This is an optimization exercise on Yosys and OpenROAD, whose aim is small area, a short achievable clock period and few clock cycles per item, not a production implementation.
In this exercise RTL edits were held to simulation tests only and were not proved equivalent to the original.
No activity file was given, so power comes from the tool's default toggle rates.

[flow/design.v]
`default_nettype none
package dfas_pkg;
  function automatic logic [3:0] clamp_digit(input logic [3:0] d);
    clamp_digit = (d[3] && (d[2] || d[1])) ? 4'd9 : d;
  endfunction
  function automatic logic [3:0] nines(input logic [3:0] d);
    nines = {!(d[3] || d[2] || d[1]), d[2] ^ d[1], d[1], !d[0]};
  endfunction
  function automatic logic [9:0] digit_sum(input logic [3:0] x, input logic [3:0] y);
    logic [9:0] r;
    r[9] = (x[3] && y[2]) ||
        (x[1] && y[3]) ||
        (x[2] && x[1] && y[2]) ||
        (x[3] && y[1]) ||
        (x[3] && y[3]) ||
        (x[2] && y[3]) ||
        (x[2] && y[2] && y[1]) ||
        (x[0] && y[3] && y[0]) ||
        (x[3] && x[0] && y[0]) ||
        (x[2] && x[0] && y[2] && y[0]) ||
        (x[1] && x[0] && y[2] && y[1] && y[0]) ||
        (x[2] && x[1] && x[0] && y[1] && y[0]);
    r[8] = (x[2] && !x[1] && x[0] && y[2] && !y[1] && !y[0]) ||
        (x[2] && !x[1] && !x[0] && y[2] && !y[1] && y[0]) ||
        (x[2] && x[1] && x[0] && !y[2] && y[1] && !y[0]) ||
        (!x[3] && !x[2] && !x[1] && !x[0] && y[3] && y[0]) ||
        (!x[2] && x[1] && !x[0] && y[2] && y[1] && y[0]) ||
        (!x[3] && !x[2] && !x[1] && x[0] && y[3] && !y[0]) ||
        (x[3] && x[0] && !y[3] && !y[2] && !y[1] && !y[0]) ||
        (x[3] && !x[0] && !y[3] && !y[2] && !y[1] && y[0]) ||
        (x[2] && x[1] && !x[0] && !y[2] && y[1] && y[0]) ||
        (!x[2] && x[1] && x[0] && y[2] && y[1] && !y[0]);
    r[7] = (x[2] && !x[1] && y[2] && !y[1] && !y[0]) ||
        (!x[2] && x[1] && !x[0] && y[2] && y[1]) ||
        (x[2] && x[1] && !x[0] && !y[2] && y[1]) ||
        (!x[3] && !x[2] && !x[1] && !x[0] && y[3]) ||
        (x[3] && !x[0] && !y[3] && !y[2] && !y[1]) ||
        (x[3] && x[0] && y[3] && y[0]) ||
        (!x[2] && x[1] && y[2] && y[1] && !y[0]) ||
        (x[2] && x[1] && !y[2] && y[1] && !y[0]) ||
        (x[3] && !y[3] && !y[2] && !y[1] && !y[0]) ||
        (!x[3] && !x[2] && !x[1] && y[3] && !y[0]) ||
        (x[2] && !x[1] && !x[0] && y[2] && !y[1]) ||
        (!x[2] && x[1] && x[0] && y[2] && !y[1] && y[0]) ||
        (x[2] && !x[1] && x[0] && !y[2] && y[1] && y[0]) ||
        (x[2] && x[1] && x[0] && !y[3] && !y[2] && !y[1] && y[0]) ||
        (!x[3] && !x[2] && !x[1] && x[0] && y[2] && y[1] && y[0]);
    r[6] = (x[2] && x[1] && y[3]) ||
        (x[3] && y[2] && y[1]) ||
        (!x[2] && x[1] && !y[2] && y[1]) ||
        (!x[3] && !x[2] && !x[1] && y[2] && !y[0]) ||
        (x[2] && !x[1] && !y[3] && !y[2] && !y[1]) ||
        (!x[3] && !x[2] && !x[0] && y[2] && !y[1]) ||
        (x[3] && !x[0] && y[3]) ||
        (x[2] && !x[1] && !y[2] && y[1] && !y[0]) ||
        (x[2] && x[1] && !x[0] && !y[2] && !y[1]) ||
        (!x[2] && !x[1] && x[0] && y[2] && !y[1] && y[0]) ||
        (x[3] && y[3] && !y[0]) ||
        (x[2] && x[0] && y[3] && y[0]) ||
        (!x[2] && !x[1] && !x[0] && y[2] && y[1]) ||
        (!x[2] && x[1] && y[2] && !y[1] && !y[0]) ||
        (x[2] && !x[1] && !x[0] && !y[3] && !y[2]) ||
        (x[2] && x[1] && !y[2] && !y[1] && !y[0]) ||
        (x[2] && x[1] && x[0] && y[2] && y[1] && y[0]) ||
        (!x[2] && x[1] && x[0] && !y[3] && !y[2] && y[0]) ||
        (!x[3] && !x[2] && x[0] && !y[2] && y[1] && y[0]);
    r[5] = (!x[3] && !x[1] && !y[2] && y[1] && !y[0]) ||
        (!x[2] && x[1] && !x[0] && !y[3] && !y[1]) ||
        (!x[3] && !x[2] && !x[1] && !x[0] && y[1]) ||
        (x[1] && !y[3] && !y[2] && !y[1] && !y[0]) ||
        (x[3] && !x[0] && y[3]) ||
        (x[3] && x[0] && y[1] && y[0]) ||
        (x[2] && !x[1] && !x[0] && y[3]) ||
        (x[3] && !x[0] && y[2] && !y[1]) ||
        (x[1] && x[0] && y[3] && y[0]) ||
        (x[2] && x[1] && y[2] && y[1] && !y[0]) ||
        (!x[3] && !x[1] && x[0] && !y[3] && !y[2] && !y[1] && y[0]) ||
        (x[3] && y[3] && !y[0]) ||
        (x[2] && !x[1] && y[3] && !y[0]) ||
        (x[3] && y[2] && !y[1] && !y[0]) ||
        (!x[2] && x[1] && y[2] && !y[1] && !y[0]) ||
        (!x[3] && !x[2] && !x[1] && y[1] && !y[0]) ||
        (x[1] && !x[0] && !y[3] && !y[2] && !y[1]) ||
        (x[2] && !x[1] && !x[0] && !y[2] && y[1]) ||
        (x[2] && x[1] && !x[0] && y[2] && y[1]) ||
        (x[2] && x[1] && x[0] && y[2] && !y[1] && y[0]) ||
        (x[2] && !x[1] && x[0] && y[2] && y[1] && y[0]) ||
        (!x[2] && x[1] && x[0] && !y[2] && y[1] && y[0]) ||
        (!x[3] && !x[2] && !x[1] && x[0] && y[2] && !y[1] && y[0]);
    r[4] = (!x[0] && y[0]) ||
        (x[0] && !y[0]);
    r[3] = (x[3] && x[0] && y[3]) ||
        (x[2] && !x[1] && !y[2] && y[1] && y[0]) ||
        (!x[2] && x[1] && x[0] && y[2] && !y[1]) ||
        (x[2] && x[1] && x[0] && !y[3] && !y[2] && !y[1]) ||
        (!x[3] && !x[2] && !x[1] && x[0] && y[2] && y[1]) ||
        (x[3] && y[3] && y[0]) ||
        (x[2] && !x[1] && x[0] && !y[2] && y[1]) ||
        (!x[2] && x[1] && y[2] && !y[1] && y[0]) ||
        (!x[2] && x[1] && !x[0] && y[2] && y[1] && !y[0]) ||
        (x[2] && x[1] && !x[0] && !y[2] && y[1] && !y[0]) ||
        (x[3] && !x[0] && !y[3] && !y[2] && !y[1] && !y[0]) ||
        (!x[3] && !x[2] && !x[1] && !x[0] && y[3] && !y[0]) ||
        (!x[3] && !x[2] && !x[1] && y[2] && y[1] && y[0]) ||
        (x[2] && !x[1] && !x[0] && y[2] && !y[1] && !y[0]) ||
        (x[2] && x[1] && !y[3] && !y[2] && !y[1] && y[0]);
    r[2] = (x[2] && y[3] && y[0]) ||
        (x[3] && x[0] && y[2]) ||
        (!x[2] && x[1] && !y[2] && y[1]) ||
        (x[2] && !x[1] && !y[3] && !y[2] && !y[1]) ||
        (!x[3] && !x[2] && !x[1] && y[2] && !y[1]) ||
        (x[2] && x[0] && y[3]) ||
        (x[3] && y[2] && y[0]) ||
        (x[2] && x[1] && y[2] && y[1] && y[0]) ||
        (!x[3] && !x[2] && x[0] && !y[2] && y[1]) ||
        (!x[2] && x[1] && !y[3] && !y[2] && y[0]) ||
        (x[2] && x[1] && !x[0] && !y[2] && !y[1] && !y[0]) ||
        (!x[2] && !x[1] && !x[0] && y[2] && y[1] && !y[0]) ||
        (x[3] && !x[0] && y[3] && !y[0]) ||
        (x[2] && x[1] && x[0] && y[2] && y[1]) ||
        (!x[2] && x[1] && x[0] && !y[3] && !y[2]) ||
        (!x[3] && !x[2] && !y[2] && y[1] && y[0]) ||
        (x[2] && !x[1] && !x[0] && !y[3] && !y[2] && !y[0]) ||
        (!x[2] && x[1] && !x[0] && y[2] && !y[1] && !y[0]);
    r[1] = (x[3] && y[1] && y[0]) ||
        (x[1] && x[0] && y[3]) ||
        (!x[3] && !x[2] && !x[1] && !y[3] && !y[1] && y[0]) ||
        (!x[3] && !x[1] && x[0] && !y[3] && !y[2] && !y[1]) ||
        (x[3] && x[0] && y[1]) ||
        (x[1] && y[3] && y[0]) ||
        (!x[2] && x[1] && !y[2] && y[1] && y[0]) ||
        (x[2] && x[1] && y[2] && !y[1] && y[0]) ||
        (x[2] && !x[1] && x[0] && y[2] && y[1]) ||
        (x[1] && !x[0] && !y[3] && !y[2] && !y[1] && !y[0]) ||
        (!x[3] && !x[1] && !x[0] && !y[2] && y[1] && !y[0]) ||
        (x[3] && !x[0] && y[3] && !y[0]) ||
        (x[2] && !x[1] && !x[0] && y[3] && !y[0]) ||
        (!x[2] && x[1] && x[0] && !y[2] && y[1]) ||
        (x[2] && x[1] && x[0] && y[2] && !y[1]) ||
        (x[2] && !x[1] && y[2] && y[1] && y[0]) ||
        (x[3] && !x[0] && y[2] && !y[1] && !y[0]) ||
        (!x[3] && !x[2] && !x[1] && x[0] && y[2] && !y[1]) ||
        (x[2] && !x[1] && !y[3] && !y[2] && !y[1] && y[0]) ||
        (x[2] && x[1] && !x[0] && y[2] && y[1] && !y[0]) ||
        (!x[2] && x[1] && !x[0] && y[2] && !y[1] && !y[0]) ||
        (!x[3] && !x[2] && !x[1] && !x[0] && y[1] && !y[0]);
    r[0] = (!x[0] && !y[0]) ||
        (x[0] && y[0]);
    digit_sum = r;
  endfunction
endpackage
`default_nettype wire
`default_nettype none
module dfas_align (
  input  wire logic [63:0] a_digits,
  input  wire logic [63:0] b_digits,
  input  wire logic [10:0] a_exponent,
  input  wire logic [10:0] b_exponent,
  input  wire logic        a_sign,
  input  wire logic        b_sign,      
  output logic [63:0]      x,           
  output logic [63:0]      ye,          
  output logic [10:0]      e,           
  output logic             sx,          
  output logic             sub          
);
  logic [63:0] da, db, yr, ys;
  logic        za, zb, zany, a_ge_raw, a_ge, sel_a, sat;
  logic [11:0] dab, dba, ad;
  logic [3:0]  sh;
  always_comb begin
    for (int i = 0; i < 16; i++) begin
      da[4*i +: 4] = dfas_pkg::clamp_digit(a_digits[4*i +: 4]);
      db[4*i +: 4] = dfas_pkg::clamp_digit(b_digits[4*i +: 4]);
    end
    za       = (a_digits == '0);
    zb       = (b_digits == '0);
    zany     = za || zb;
    dab      = {a_exponent[10], a_exponent} - {b_exponent[10], b_exponent};
    dba      = {b_exponent[10], b_exponent} - {a_exponent[10], a_exponent};
    a_ge_raw = !dab[11];
    a_ge     = zany || a_ge_raw;
    sel_a    = zb || (!za && a_ge_raw);
    ad       = a_ge_raw ? dab : dba;
    sh       = zany ? 4'd0 : ad[3:0];
    sat      = !zany && (ad[11:4] != '0);
    x        = a_ge ? da : db;
    yr       = a_ge ? db : da;
    ys       = yr >> {sh, 2'b00};
    for (int i = 0; i < 16; i++) begin
      logic [3:0] d;
      d = sat ? 4'd0 : ys[4*i +: 4];
      ye[4*i +: 4] = sub ? dfas_pkg::nines(d) : d;
    end
    e        = sel_a ? a_exponent : b_exponent;
    sx       = a_ge ? a_sign : b_sign;
    sub      = a_sign ^ b_sign;
  end
endmodule
`default_nettype wire
`default_nettype none
module dfas_addsub (
  input  wire logic [63:0] x,
  input  wire logic [63:0] ye,
  input  wire logic [10:0] e,
  input  wire logic        sx,
  input  wire logic        sub,
  output logic [63:0]      m,       
  output logic [10:0]      em,      
  output logic             ovf,     
  output logic             sign
);
  logic [15:0] g, p;
  logic [15:0][3:0] s0, s1;
  logic [4:0][15:0] gg, pp;
  logic [15:0] c;
  logic [63:0] r, d;
  logic        gall, cin, neg, cdig;
  always_comb begin
    for (int i = 0; i < 16; i++) begin
      logic [4:0] t;
      t     = {1'b0, x[4*i +: 4]} + {1'b0, ye[4*i +: 4]};
      g[i]  = t[4] || (t[3] && (t[2] || t[1]));
      p[i]  = (t == 5'd9);
      s0[i] = g[i] ? 4'(t[3:0] + 4'd6) : t[3:0];
      s1[i] = p[i] ? 4'd0 : 4'(s0[i] + 4'd1);
    end
    gg[0] = g;
    pp[0] = p;
    for (int k = 1; k < 5; k++) begin
      for (int i = 0; i < 16; i++) begin
        if (i >= (1 << (k - 1))) begin
          gg[k][i] = gg[k-1][i] | (pp[k-1][i] & gg[k-1][i - (1 << (k - 1))]);
          pp[k][i] = pp[k-1][i] & pp[k-1][i - (1 << (k - 1))];
        end else begin
          gg[k][i] = gg[k-1][i];
          pp[k][i] = pp[k-1][i];
        end
      end
    end
    gall = gg[4][15];
    cin  = sub && gall;    
    neg  = sub && !gall;   
    cdig = !sub && gall;   
    c[0] = cin;
    for (int i = 1; i < 16; i++) c[i] = gg[4][i-1] | (pp[4][i-1] & cin);
    for (int i = 0; i < 16; i++) begin
      d[4*i +: 4] = c[i] ? s1[i] : s0[i];
      r[4*i +: 4] = neg ? dfas_pkg::nines(d[4*i +: 4]) : d[4*i +: 4];
    end
    m    = cdig ? {4'd1, d[63:4]} : r;
    em   = cdig ? 11'(e + 11'd1) : e;
    ovf  = cdig && (e == 11'h3FF);
    sign = sx ^ neg;
  end
endmodule
`default_nettype wire
`default_nettype none
module dfas_norm (
  input  wire logic [63:0] m,
  input  wire logic [10:0] em,
  input  wire logic        ovf,
  input  wire logic        sign,
  output logic             res_sign,
  output logic [10:0]      res_exp,
  output logic [63:0]      res_digits,
  output logic             res_oor
);
  logic [15:0] nz;
  logic [7:0]  v2;
  logic [3:0]  v4;
  logic [1:0]  v8;
  logic [7:0]  l2;
  logic [7:0]  l4;        
  logic [5:0]  l8;        
  logic [3:0]  lz;
  logic        zero, borrow, ulow;
  logic [63:0] m1, m2, m3;
  logic [4:0]  lo;
  logic [6:0]  hi, hi_m1;
  logic [10:0] ue;
  always_comb begin
    for (int i = 0; i < 16; i++) nz[i] = (m[4*i +: 4] != 4'd0);
    for (int j = 0; j < 8; j++) begin
      v2[j] = nz[2*j+1] | nz[2*j];
      l2[j] = !nz[2*j+1];
    end
    for (int j = 0; j < 4; j++) begin
      v4[j] = v2[2*j+1] | v2[2*j];
      l4[2*j +: 2] = v2[2*j+1] ? {1'b0, l2[2*j+1]} : {1'b1, l2[2*j]};
    end
    for (int j = 0; j < 2; j++) begin
      v8[j] = v4[2*j+1] | v4[2*j];
      l8[3*j +: 3] = v4[2*j+1] ? {1'b0, l4[4*j+2 +: 2]} : {1'b1, l4[4*j +: 2]};
    end
    zero = !(v8[1] | v8[0]);
    lz   = v8[1] ? {1'b0, l8[5:3]} : {1'b1, l8[2:0]};
    m1 = lz[3] ? {m[31:0], 32'd0} : m;
    m2 = lz[2] ? {m1[47:0], 16'd0} : m1;
    m3 = lz[1] ? {m2[55:0], 8'd0} : m2;
    res_digits = lz[0] ? {m3[59:0], 4'd0} : m3;
    lo     = {1'b0, em[3:0]} - {1'b0, lz};
    borrow = lo[4];
    hi_m1  = em[10:4] - 7'd1;
    hi     = borrow ? hi_m1 : em[10:4];
    ue     = {!em[10], em[9:0]};
    ulow  = (ue[10:4] == '0);
    res_sign = zero ? 1'b0 : sign;
    res_exp  = zero ? 11'd0 : {hi, lo[3:0]};
    res_oor  = !zero && (ovf || (ulow && borrow));
  end
endmodule
`default_nettype wire
`default_nettype none
module decimal_float_add_subtract (
  input  wire logic               clk,
  input  wire logic               rst,
  input  wire logic               in_valid,
  output logic                    in_ready,
  input  wire logic               command,
  input  wire logic               a_sign,
  input  wire logic signed [10:0] a_exponent,
  input  wire logic [63:0]        a_digits,
  input  wire logic               b_sign,
  input  wire logic signed [10:0] b_exponent,
  input  wire logic [63:0]        b_digits,
  output logic                    out_valid,
  input  wire logic               out_ready,
  output logic                    result_sign,
  output logic signed [10:0]      result_exponent,
  output logic [63:0]             result_digits,
  output logic                    exponent_out_of_range
);
  logic        adv, o_free;
  logic        v0, sa0, sb0;
  logic [63:0] a0, b0;
  logic [10:0] ea0, eb0;
  logic        v1, sx1, sub1;
  logic [63:0] x1, y1;
  logic [10:0] e1;
  logic        v2, ovf2, s2;
  logic [63:0] m2;
  logic [10:0] e2;
  logic        kv, k_ovf, k_s;
  logic [63:0] k_m;
  logic [10:0] k_e;
  logic [63:0] xa, ya, mb;
  logic [10:0] ea, eb;
  logic        sxa, suba, ovfb, sb;
  logic        zs, zo;
  logic [10:0] ze;
  logic [63:0] zd;
  logic        rdy;    
  assign adv      = !kv;
  assign in_ready = rdy;
  assign o_free   = !out_valid || out_ready;
  dfas_align u_align (
    .a_digits(a0), .b_digits(b0), .a_exponent(ea0), .b_exponent(eb0),
    .a_sign(sa0), .b_sign(sb0), .x(xa), .ye(ya), .e(ea), .sx(sxa), .sub(suba)
  );
  dfas_addsub u_addsub (
    .x(x1), .ye(y1), .e(e1), .sx(sx1), .sub(sub1),
    .m(mb), .em(eb), .ovf(ovfb), .sign(sb)
  );
  dfas_norm u_norm (
    .m(m2), .em(e2), .ovf(ovf2), .sign(s2),
    .res_sign(zs), .res_exp(ze), .res_digits(zd), .res_oor(zo)
  );
  always_ff @(posedge clk) begin
    if (rst) begin
      v0        <= 1'b0;
      v1        <= 1'b0;
      v2        <= 1'b0;
      kv        <= 1'b0;
      rdy       <= 1'b1;
      out_valid <= 1'b0;
    end else begin
      if (adv) begin
        v0 <= in_valid;
        v1 <= v0;
      end
      if (o_free) begin
        out_valid <= v2;
        v2        <= kv || v1;
        kv        <= 1'b0;
        rdy       <= 1'b1;
      end else if (!kv) begin
        kv  <= v1;
        rdy <= !v1;
      end
    end
  end
  always_ff @(posedge clk) begin
    if (adv) begin
      a0    <= a_digits;
      b0    <= b_digits;
      ea0   <= a_exponent;
      eb0   <= b_exponent;
      sa0   <= a_sign;
      sb0   <= b_sign ^ command;
      x1    <= xa;
      y1    <= ya;
      e1    <= ea;
      sx1   <= sxa;
      sub1  <= suba;
      k_m   <= mb;
      k_e   <= eb;
      k_ovf <= ovfb;
      k_s   <= sb;
    end
    if (o_free) begin
      m2    <= kv ? k_m   : mb;
      e2    <= kv ? k_e   : eb;
      ovf2  <= kv ? k_ovf : ovfb;
      s2    <= kv ? k_s   : sb;
      result_sign           <= zs;
      result_exponent       <= ze;
      result_digits         <= zd;
      exponent_out_of_range <= zo;
    end
  end
endmodule
`default_nettype wire
[flow/run.sh]
#!/bin/bash
# synth_recipe.tcl (not shown) runs the flow's synth.tcl, then flattens the netlist and writes it again
# the make line also repeats each setting of config.mk as NAME=value (left out here)
make -C /OpenROAD-flow-scripts/flow DESIGN_CONFIG=/design/flow/config.mk WORK_HOME=/design/flow/orfs CLKGATE_MAP_FILE= SYNTH_SCRIPT=/design/flow/synth_recipe.tcl finish
[flow/config.mk]
export PLATFORM = sky130hd
export DESIGN_NAME = decimal_float_add_subtract
export DESIGN_NICKNAME = decimal_float_add_subtract
export VERILOG_FILES = /design/flow/design.v
export SDC_FILE = /design/flow/constraint.sdc
export NUM_CORES = 4
export LEC_CHECK = 0
export CAP_MARGIN = 20
export CORE_MARGIN = 2
export CORE_UTILIZATION = 40
export SLEW_MARGIN = 20
[flow/constraint.sdc]
create_clock -name core_clock -period 16.0 [get_ports {clk}]
set_input_delay 3.2000 -clock core_clock [delete_from_list [all_inputs] [get_ports {clk}]]
set_output_delay 3.2000 -clock core_clock [all_outputs]
set_load 0.01 [all_outputs]
==> results of run 1 <==
==> registers in the layout (all words and copies together), names as in the netlist, 64 cells and up <==
name and flops:
a0 64, y1 64, k_m 64, m2 64, result_digits 64, b0 64
x1 64
==> power groups by stage <==
stage | clock network, W | registers (W) | logic [W]
2_1_floorplan | 0 | 0.00217 | 0.00184
3_3_place_gp | 0 | 0.00227 | 0.00278
3_5_place_dp | 0 | 0.00227 | 0.00280
4_1_cts | 0.00146 | 0.00224 | 0.00281
5_1_grt | 0.00151 | 0.00228 | 0.00313
6_report | 0.00143 | 0.00225 | 0.00284
==> kinds of logic (layout without fill, tap and decap cells) <==
family | Yosys count | count (layout) | synth area share (%)
adder cells (fa/ha/maj) | 159 | 159 | 6.252
flip-flops | 530 | 530 | 44.23
AND/OR/NAND/NOR | 1208 | 1208 | 17.09
XOR/XNOR | 126 | 126 | 3.280
multiplexers | 267 | 267 | 8.401
AO/OA/AOI/OAI | 881 | 881 | 17.17
buffers and inverters | 303 | 521 | 3.577
==> worst paths after layout <==
path / start / slack, ns / end
hold / removal: v2$_SDFFE_PP0P_ / 0.45 / out_valid$_SDFFE_PP0P_
setup / recovery: m2[62]$_DFFE_PP_ / 10.0 / result_exponent[10]$_SDFFCE_PN0P_
setup reg to reg: m2[62]$_DFFE_PP_ / 10.0 / result_exponent[10]$_SDFFCE_PN0P_
hold reg to reg: v2$_SDFFE_PP0P_ / 0.45 / out_valid$_SDFFE_PP0P_
==> Yosys cell counts (all sizes together) (46+ instances only) <==
| library cell | count | share of area (%) |
|---|---|---|
| dfxtp | 83 | 4.9 |
| nand2b | 50 | 0.92 |
| nor2 | 294 | 3.3 |
| buf | 69 | 1.0 |
| edfxtp | 447 | 39 |
| o21ai | 213 | 3.2 |
| nor3 | 56 | 0.88 |
| ha | 140 | 5.1 |
| nor4 | 60 | 1.2 |
| a31oi | 46 | 0.89 |
| a21oi | 231 | 3.5 |
| clkbuf | 100 | 1.1 |
| nand3 | 71 | 1.1 |
| mux2 | 69 | 2.3 |
| a211oi | 47 | 1.1 |
| mux2i | 191 | 5.6 |
| nor2b | 71 | 1.3 |
| nand2 | 423 | 4.7 |
| inv | 133 | 1.5 |
| xnor2 | 86 | 2.2 |
==> worst max-delay path, stage by stage (launching register included) <==
cell	delay, ns
edfxtp_1	0.40
nor4_2	0.60
and2_1	0.37
nand3_1	0.73
nor2_2	0.33
inv_1	0.18
or3_1	0.57
nand2_1	0.41
inv_1	0.30
ha_1	0.40
a21o_1	0.19
a21oi_1	0.38
nand2_1	0.14
or3_1	0.35
nor3_1	0.25
xnor2_1	0.16
nor2_1	0.06
==> stage by stage <==
step	cells	area [um2]	hold WS [ns]
2_1_floorplan	3474	34100	0.4175
3_3_place_gp	4728	37590	0.4347
3_5_place_dp	4728	37590	0.4430
4_1_cts	4836	39660	0.4522
6_report	4836	39660	0.4475
5_1_grt	4836	39660	0.4888
==> layer usage <==
layer | wire (um) | vias up | GRT usage (%)
met4 | 6167 | 0 | 12.61
met5 | 0 | - | 0
met3 | 5408 | 294 | 2.990
met1 | 45750 | 12940 | 31.17
li1 | - | 13230 | -
met2 | 49020 | 1034 | 39.58
==> cell type report <==
| type | instances | area, um2 |
|---|---|---|
| clock buffers | 68 | 1539 |
| clock inverters | 40 | 533.0 |
| fillers | 8066 | 45210 |
| inverters | 134 | 510.5 |
| multi-input cells | 2641 | 17880 |
| flip-flops and latches | 530 | 15090 |
| well taps | 1144 | 1431 |
| repair buffers | 279 | 2683 |
==> flow_summary.json, run 1 <==
{
  "cts_sinks": 530,
  "setup_slack_ns": 9.996,
  "drv_slew": 0,
  "yosysWarnings": 4,
  "switching_share_pct": 39.58,
  "finalClockSkew_ns": 0.08103,
  "cp.required_ns": 16.40,
  "cp.arrival_ns": 6.40,
  "die_x_um": 296.0,
  "p_sw_w": 0.002577,
  "clk_path_buf_depth": 3,
  "rsz0062_at_grt": "false",
  "ant_nets": 0,
  "avgSynthCellArea_um2": 9.817,
  "period_needed_ns": 6.004,
  "powerDensity_nw_per_um2": 164.2,
  "cts_made_buffers": 57,
  "num_io_pins": 236,
  "ctsResizeCount": 0,
  "tns_ns": 0,
  "synth.distinct_cells": 114,
  "via_count": 27510,
  "fp-row-count": 107,
  "utilization_pct": 46.73,
  "drc": 0,
  "grt_max_degree": 104,
  "crit_fanout": 22,
  "r2r_cells": 16,
  "final_common_cell": "edfxtp_1",
  "intPower_w": 0.003934,
  "h-tree-depth": 2,
  "grt_pass1_wl_um": 162100,
  "drt_iter0_drc": 2466,
  "critPathCaptureType": "register",
  "max_cap_violations": 0,
  "grt-ovfl-total": 0,
  "setup_viol": 0,
  "post_cts_buffers": 0,
  "clock_latency_ns": 0.66,
  "final_nets": 3959,
  "fin_crit_sh_pct": 37.52,
  "tightest_slew_ns": 1.059,
  "place_ws_ns": 9.928,
  "syn_nets": 3790,
  "fmax_mhz": 166.6,
  "clk_pin_slew_worst_paths_ns": 0.07,
  "die_y_um": 296.0,
  "start_util_pct": 40.18,
  "worstSetupPathType": "reg2reg",
  "antenna_cells": 0,
  "syn_inst": 3474,
  "min-delay-path-class": "reg2reg",
  "hpwl_um": 82160,
  "holdPathStages": 2,
  "hold_viol": 0,
  "grt_util_all_layers_pct": 24.10,
  "area_growth_syn_to_layout_pct": 16.30,
  "wl_um": 106300,
  "p_leak_nw": 15.48,
  "startpoint_type": "register",
  "drive_gt1_share_pct": 8.017,
  "status": "no timing/DRC/antenna violations",
  "port_buffers": 235,
  "avgViaCountPerCell": 5.688,
  "wire_per_inst_um": 21.99,
  "cts_root_buf": "clkbuf_16",
  "antenna_found_initial": 0,
  "async_flop_share_pct": 0,
  "grt_pass1_vias": 26750,
  "slew_headroom_pct": 29.42,
  "gp_congestion": 0.9930,
  "power.share.sequential_pct": 34.5,
  "ys_seq_area_share_pct": 44.23,
  "p_clk_share_pct": 21.9,
  "power.share.combinational_pct": 43.6,
  "synth_edf_count": 447,
  "ir_drop_mv": 0.09822,
  "p_total_w": 0.006511,
  "dieArea_um2": 87610,
  "final_cell_mix": "edfxtp_1, nand2_1, nor2_1",
  "hold_buffers": 0,
  "synth_ff_type": "edfxtp_1",
  "synthesis.area_um2": 34100,
  "core_um2": 84880,
  "cts_tree": "done",
  "drt_pass1_iterations": 6,
  "ys_ff_latch": 530
}
Testbench counts, summed over its fixed seeds: cycles 16,032, items 16,000.
==> run 2, diff against run 1 <==
==> flow/flow/run.sh (new file) <==
#!/bin/bash
# Own layout flow: the standard ORFS flow (standard.sh: unchanged synthesis and
# steps, the standard flow's constraint.sdc and clock period), with two changes to how the layout
# is made: the timing repair is asked to leave extra setup slack, so the layout is
# optimised for a shorter achieved period, and the port buffers are buf_4 cells
# instead of the default delay-buffer cell. Every port still gets its buffer.
# make's full output is in run_standard.log; each step's tool log is in orfs/logs/.
set -euo pipefail
bash standard.sh SETUP_SLACK_MARGIN=11 \
  "BUFFER_PORTS_ARGS=-buffer_cell sky130_fd_sc_hd__buf_4" finish > run_standard.log 2>&1
test -f out/final.def
==> flow/standard.sh (new file) <==
#!/bin/bash
# synth_recipe.tcl (not shown) runs the flow's synth.tcl, then flattens the netlist and writes it again
# the make line also repeats each setting of config.mk as NAME=value (left out here)
make -C /OpenROAD-flow-scripts/flow DESIGN_CONFIG=/design/flow/config.mk WORK_HOME=/design/flow/orfs CLKGATE_MAP_FILE= SYNTH_SCRIPT=/design/flow/synth_recipe.tcl "${@:-finish}"
removed: flow/run.sh
==> run 2 against run 1 <==
Count of clock-buffer cells in the layout increased by 4. Core utilization increased by 0.78 points. Wire length increased by 2.0%.
==> flow_summary.json, run 2 <==
{
  "antenna_cells": 0,
  "async_flop_share_pct": 0,
  "crit_fanout": 48,
  "powerDensity_nw_per_um2": 164.7,
  "rr_endpoint": "y1[7]$_DFFE_PN_",
  "ant_nets": 0,
  "grt_util_all_layers_pct": 24.16,
  "antenna_found_initial": 0,
  "intPower_w": 0.003979,
  "cts_sinks": 530,
  "syn_inst": 3474,
  "synth_edf_count": 447,
  "rsz0062_at_grt": "true",
  "die_x_um": 296.0,
  "yosys.area.top_type": "edfxtp_1",
  "synthesis.area_um2": 34100,
  "finalClockSkew_ns": 0.06999,
  "synth_ff_type": "edfxtp_1",
  "cp.required_ns": 16.39,
  "clk_path_buf_depth": 3,
  "r2r-start": "b0[63]$_DFFE_PN_",
  "hold_buffers": 0,
  "wl_um": 108500,
  "startpoint_type": "register",
  "cts_root_buf": "clkbuf_16",
  "clk_pin_slew_worst_paths_ns": 0.07,
  "status": "no timing/DRC/antenna violations",
  "synth.distinct_cells": 114,
  "yosysWarnings": 4,
  "synth_most_common_cell": "edfxtp_1",
  "min-delay-path-class": "reg2reg",
  "slew_headroom_pct": 33.56,
  "gp_congestion": 0.9800,
  "dieArea_um2": 87610,
  "drt_iter0_drc": 2342,
  "max_cap_violations": 0,
  "h-tree-depth": 2,
  "syn_nets": 3790,
  "via_count": 27630,
  "final_cell_mix": "edfxtp_1, nand2_1, buf_4",
  "final_nets": 4017,
  "drt_pass1_iterations": 6,
  "tightest_slew_ns": 0.9965,
  "drv_slew": 0,
  "startpoint": "b0[63]$_DFFE_PN_",
  "p_leak_nw": 16.08,
  "grt_pass1_vias": 26520,
  "cts_tree": "done",
  "switching_share_pct": 40.11,
  "r2r_cells": 13,
  "setup.worst_path.end": "y1[7]$_DFFE_PN_",
  "synth_area_leaders": "edfxtp_1, mux2i_1, ha_1",
  "wire_per_inst_um": 22.17,
  "power.share.combinational_pct": 45.4,
  "grt_max_degree": 95,
  "worstSetupPathType": "reg2reg",
  "tns_ns": 0,
  "synth_common_cells": "edfxtp_1, nand2_1, nor2_1",
  "cts_made_buffers": 57,
  "power.share.sequential_pct": 33.8,
  "avgViaCountPerCell": 5.646,
  "core_um2": 84880,
  "period_needed_ns": 5.017,
  "synth.top_cell.area_share_pct": 39.36,
  "ys_seq_area_share_pct": 44.23,
  "final_common_cell": "edfxtp_1",
  "setup_viol": 0,
  "hold_viol": 0,
  "hpwl_um": 82360,
  "cp.arrival_ns": 5.41,
  "port_buffers": 235,
  "p_clk_share_pct": 20.8,
  "clock_latency_ns": 0.65,
  "fp-row-count": 107,
  "avgSynthCellArea_um2": 9.817,
  "critPathCaptureType": "register",
  "fin_crit_sh_pct": 31.36,
  "grt-ovfl-total": 0,
  "grt_pass1_wl_um": 162000,
  "p_sw_w": 0.002665,
  "num_io_pins": 236,
  "drive_gt1_share_pct": 18.22,
  "start_util_pct": 40.18,
  "area_growth_syn_to_layout_pct": 18.25,
  "ys_ff_latch": 530,
  "r2r_slack_ns": 10.98,
  "p_total_w": 0.006644,
  "drc": 0,
  "fmax_mhz": 199.3,
  "die_y_um": 296.0,
  "ir_drop_mv": 0.1072
}
==> run 2: power by group through the flow <==
stage / Combinational (W) / Sequential, W / Clock [W]
global route: 0.00330 / 0.00227 / 0.00146
CTS: 0.00288 / 0.00225 / 0.00141
global placement: 0.00273 / 0.00227 / 0
floorplan: 0.00184 / 0.00217 / 0
finish: 0.00302 / 0.00225 / 0.00138
detailed placement: 0.00275 / 0.00227 / 0
==> run 2: final cells by class <==
class / count / area [um2]
Tap cell: 1144 / 1431
Clock buffer: 72 / 1534
Sequential cell: 530 / 15090
Timing Repair Buffer: 335 / 2661
Inverter: 134 / 510.5
Fill cell: 8062 / 44550
Clock inverter: 35 / 460.4
Multi-Input combinational cell: 2643 / 18640
==> run 2: stage by stage <==
| step | util (%) | hold slack, ns | cell area (um2) | instances | worst slack [ns] |
|---|---|---|---|---|---|
| after global routing | 47.51 | 0.4819 | 40330 | 4893 | 10.95 |
| after detailed placement | 43.60 | 0.4401 | 37000 | 4728 | 8.749 |
| after global placement | 43.60 | 0.4363 | 37000 | 4728 | 8.896 |
| final | 47.51 | 0.4459 | 40330 | 4893 | 10.98 |
| after CTS | 46.74 | 0.4495 | 39670 | 4861 | 10.95 |
| after floorplan | - | 0.4175 | 34120 | 3474 | 11.05 |
==> run 2: timing repair <==
action,CTS,global route
resized for setup,90,88
pin swaps,20,33
setup buffers,24,31
gates cloned,2,1
endpoints found under the setup margin,234,196
==> run 2: worst max-delay path: stages (launching register included) <==
cell and delay [ns]:
edfxtp_1 0.63, nor4_2 0.43, nand4_1 0.29, or4_1 0.74, nand2_1 0.16, buf_6 0.36
nor2_4 0.04, clkbuf_8 0.27, a221oi_1 0.76, nand2_1 0.10, o311ai_0 0.15, o21ai_0 0.21
and2_1 0.20, a311o_1 0.35
==> run 2: kinds of logic (layout without fill, tap and decap cells) <==
logic type | Yosys count | count (layout) | share of synthesized area (%)
XOR/XNOR | 126 | 126 | 3.280
adder cells (fa/ha/maj) | 159 | 159 | 6.252
flip-flops | 530 | 530 | 44.23
AO/OA/AOI/OAI | 881 | 881 | 17.17
multiplexers | 267 | 267 | 8.401
buffers and inverters | 303 | 576 | 3.577
AND/OR/NAND/NOR | 1208 | 1210 | 17.09
==> run 2: worst min-delay path by stage <==
stage	from	slack (ns)	cells after the start	endpoint
2_1_floorplan	k_m[50]$_DFF_P_	0.42	2	k_m[50]$_DFF_P_
3_3_place_gp	v2$_SDFFE_PP0P_	0.44	2	out_valid$_SDFFE_PP0P_
3_5_place_dp	v2$_SDFFE_PP0P_	0.44	2	out_valid$_SDFFE_PP0P_
4_1_cts	v2$_SDFFE_PP0P_	0.45	2	out_valid$_SDFFE_PP0P_
5_1_grt	k_m[20]$_DFF_P_	0.48	1	k_m[20]$_DFF_P_
6_report	v2$_SDFFE_PP0P_	0.45	2	out_valid$_SDFFE_PP0P_
==> run 2: layer usage <==
| metal | part of all wire [%] | track usage [%] |
|---|---|---|
| met5 | 0 | 0 |
| met4 | 5.7 | 12.52 |
| met3 | 4.8 | 2.855 |
| met2 | 46 | 39.98 |
| met1 | 43 | 31.15 |

-- afterwards: timing with drivers on the ports --
No port has a modelled driver above. Below, the same layouts with a new extraction and two added sets of constraints.
Step 1: set_driving_cell puts a clkbuf_16 on clk and a buf_2 on each other input, an assumption about the parent block.
Step 2 moves the port delays by t, midway between the first and last clock arrival at a register: inputs arrive t later, outputs are due t later. That takes back most of the time a late clock gives input paths.
Slacks: ideal / step 1 / step 2; pairs: ideal / step 1.
| run | shift t [ns] | setup WS [ns] | worst setup path after step 2 |
|---|---|---|---|
| run 1 | 0.687 | 9.996 / 9.996 / 9.996 | register to register |
| run 2 | 0.682 | 10.983 / 10.983 / 10.653 | input to register |
After both steps setup and hold are still met in every run listed. The setup slack of run 2, which loses most, moves by 0.000 ns with the drivers and by -0.330 ns with both steps.
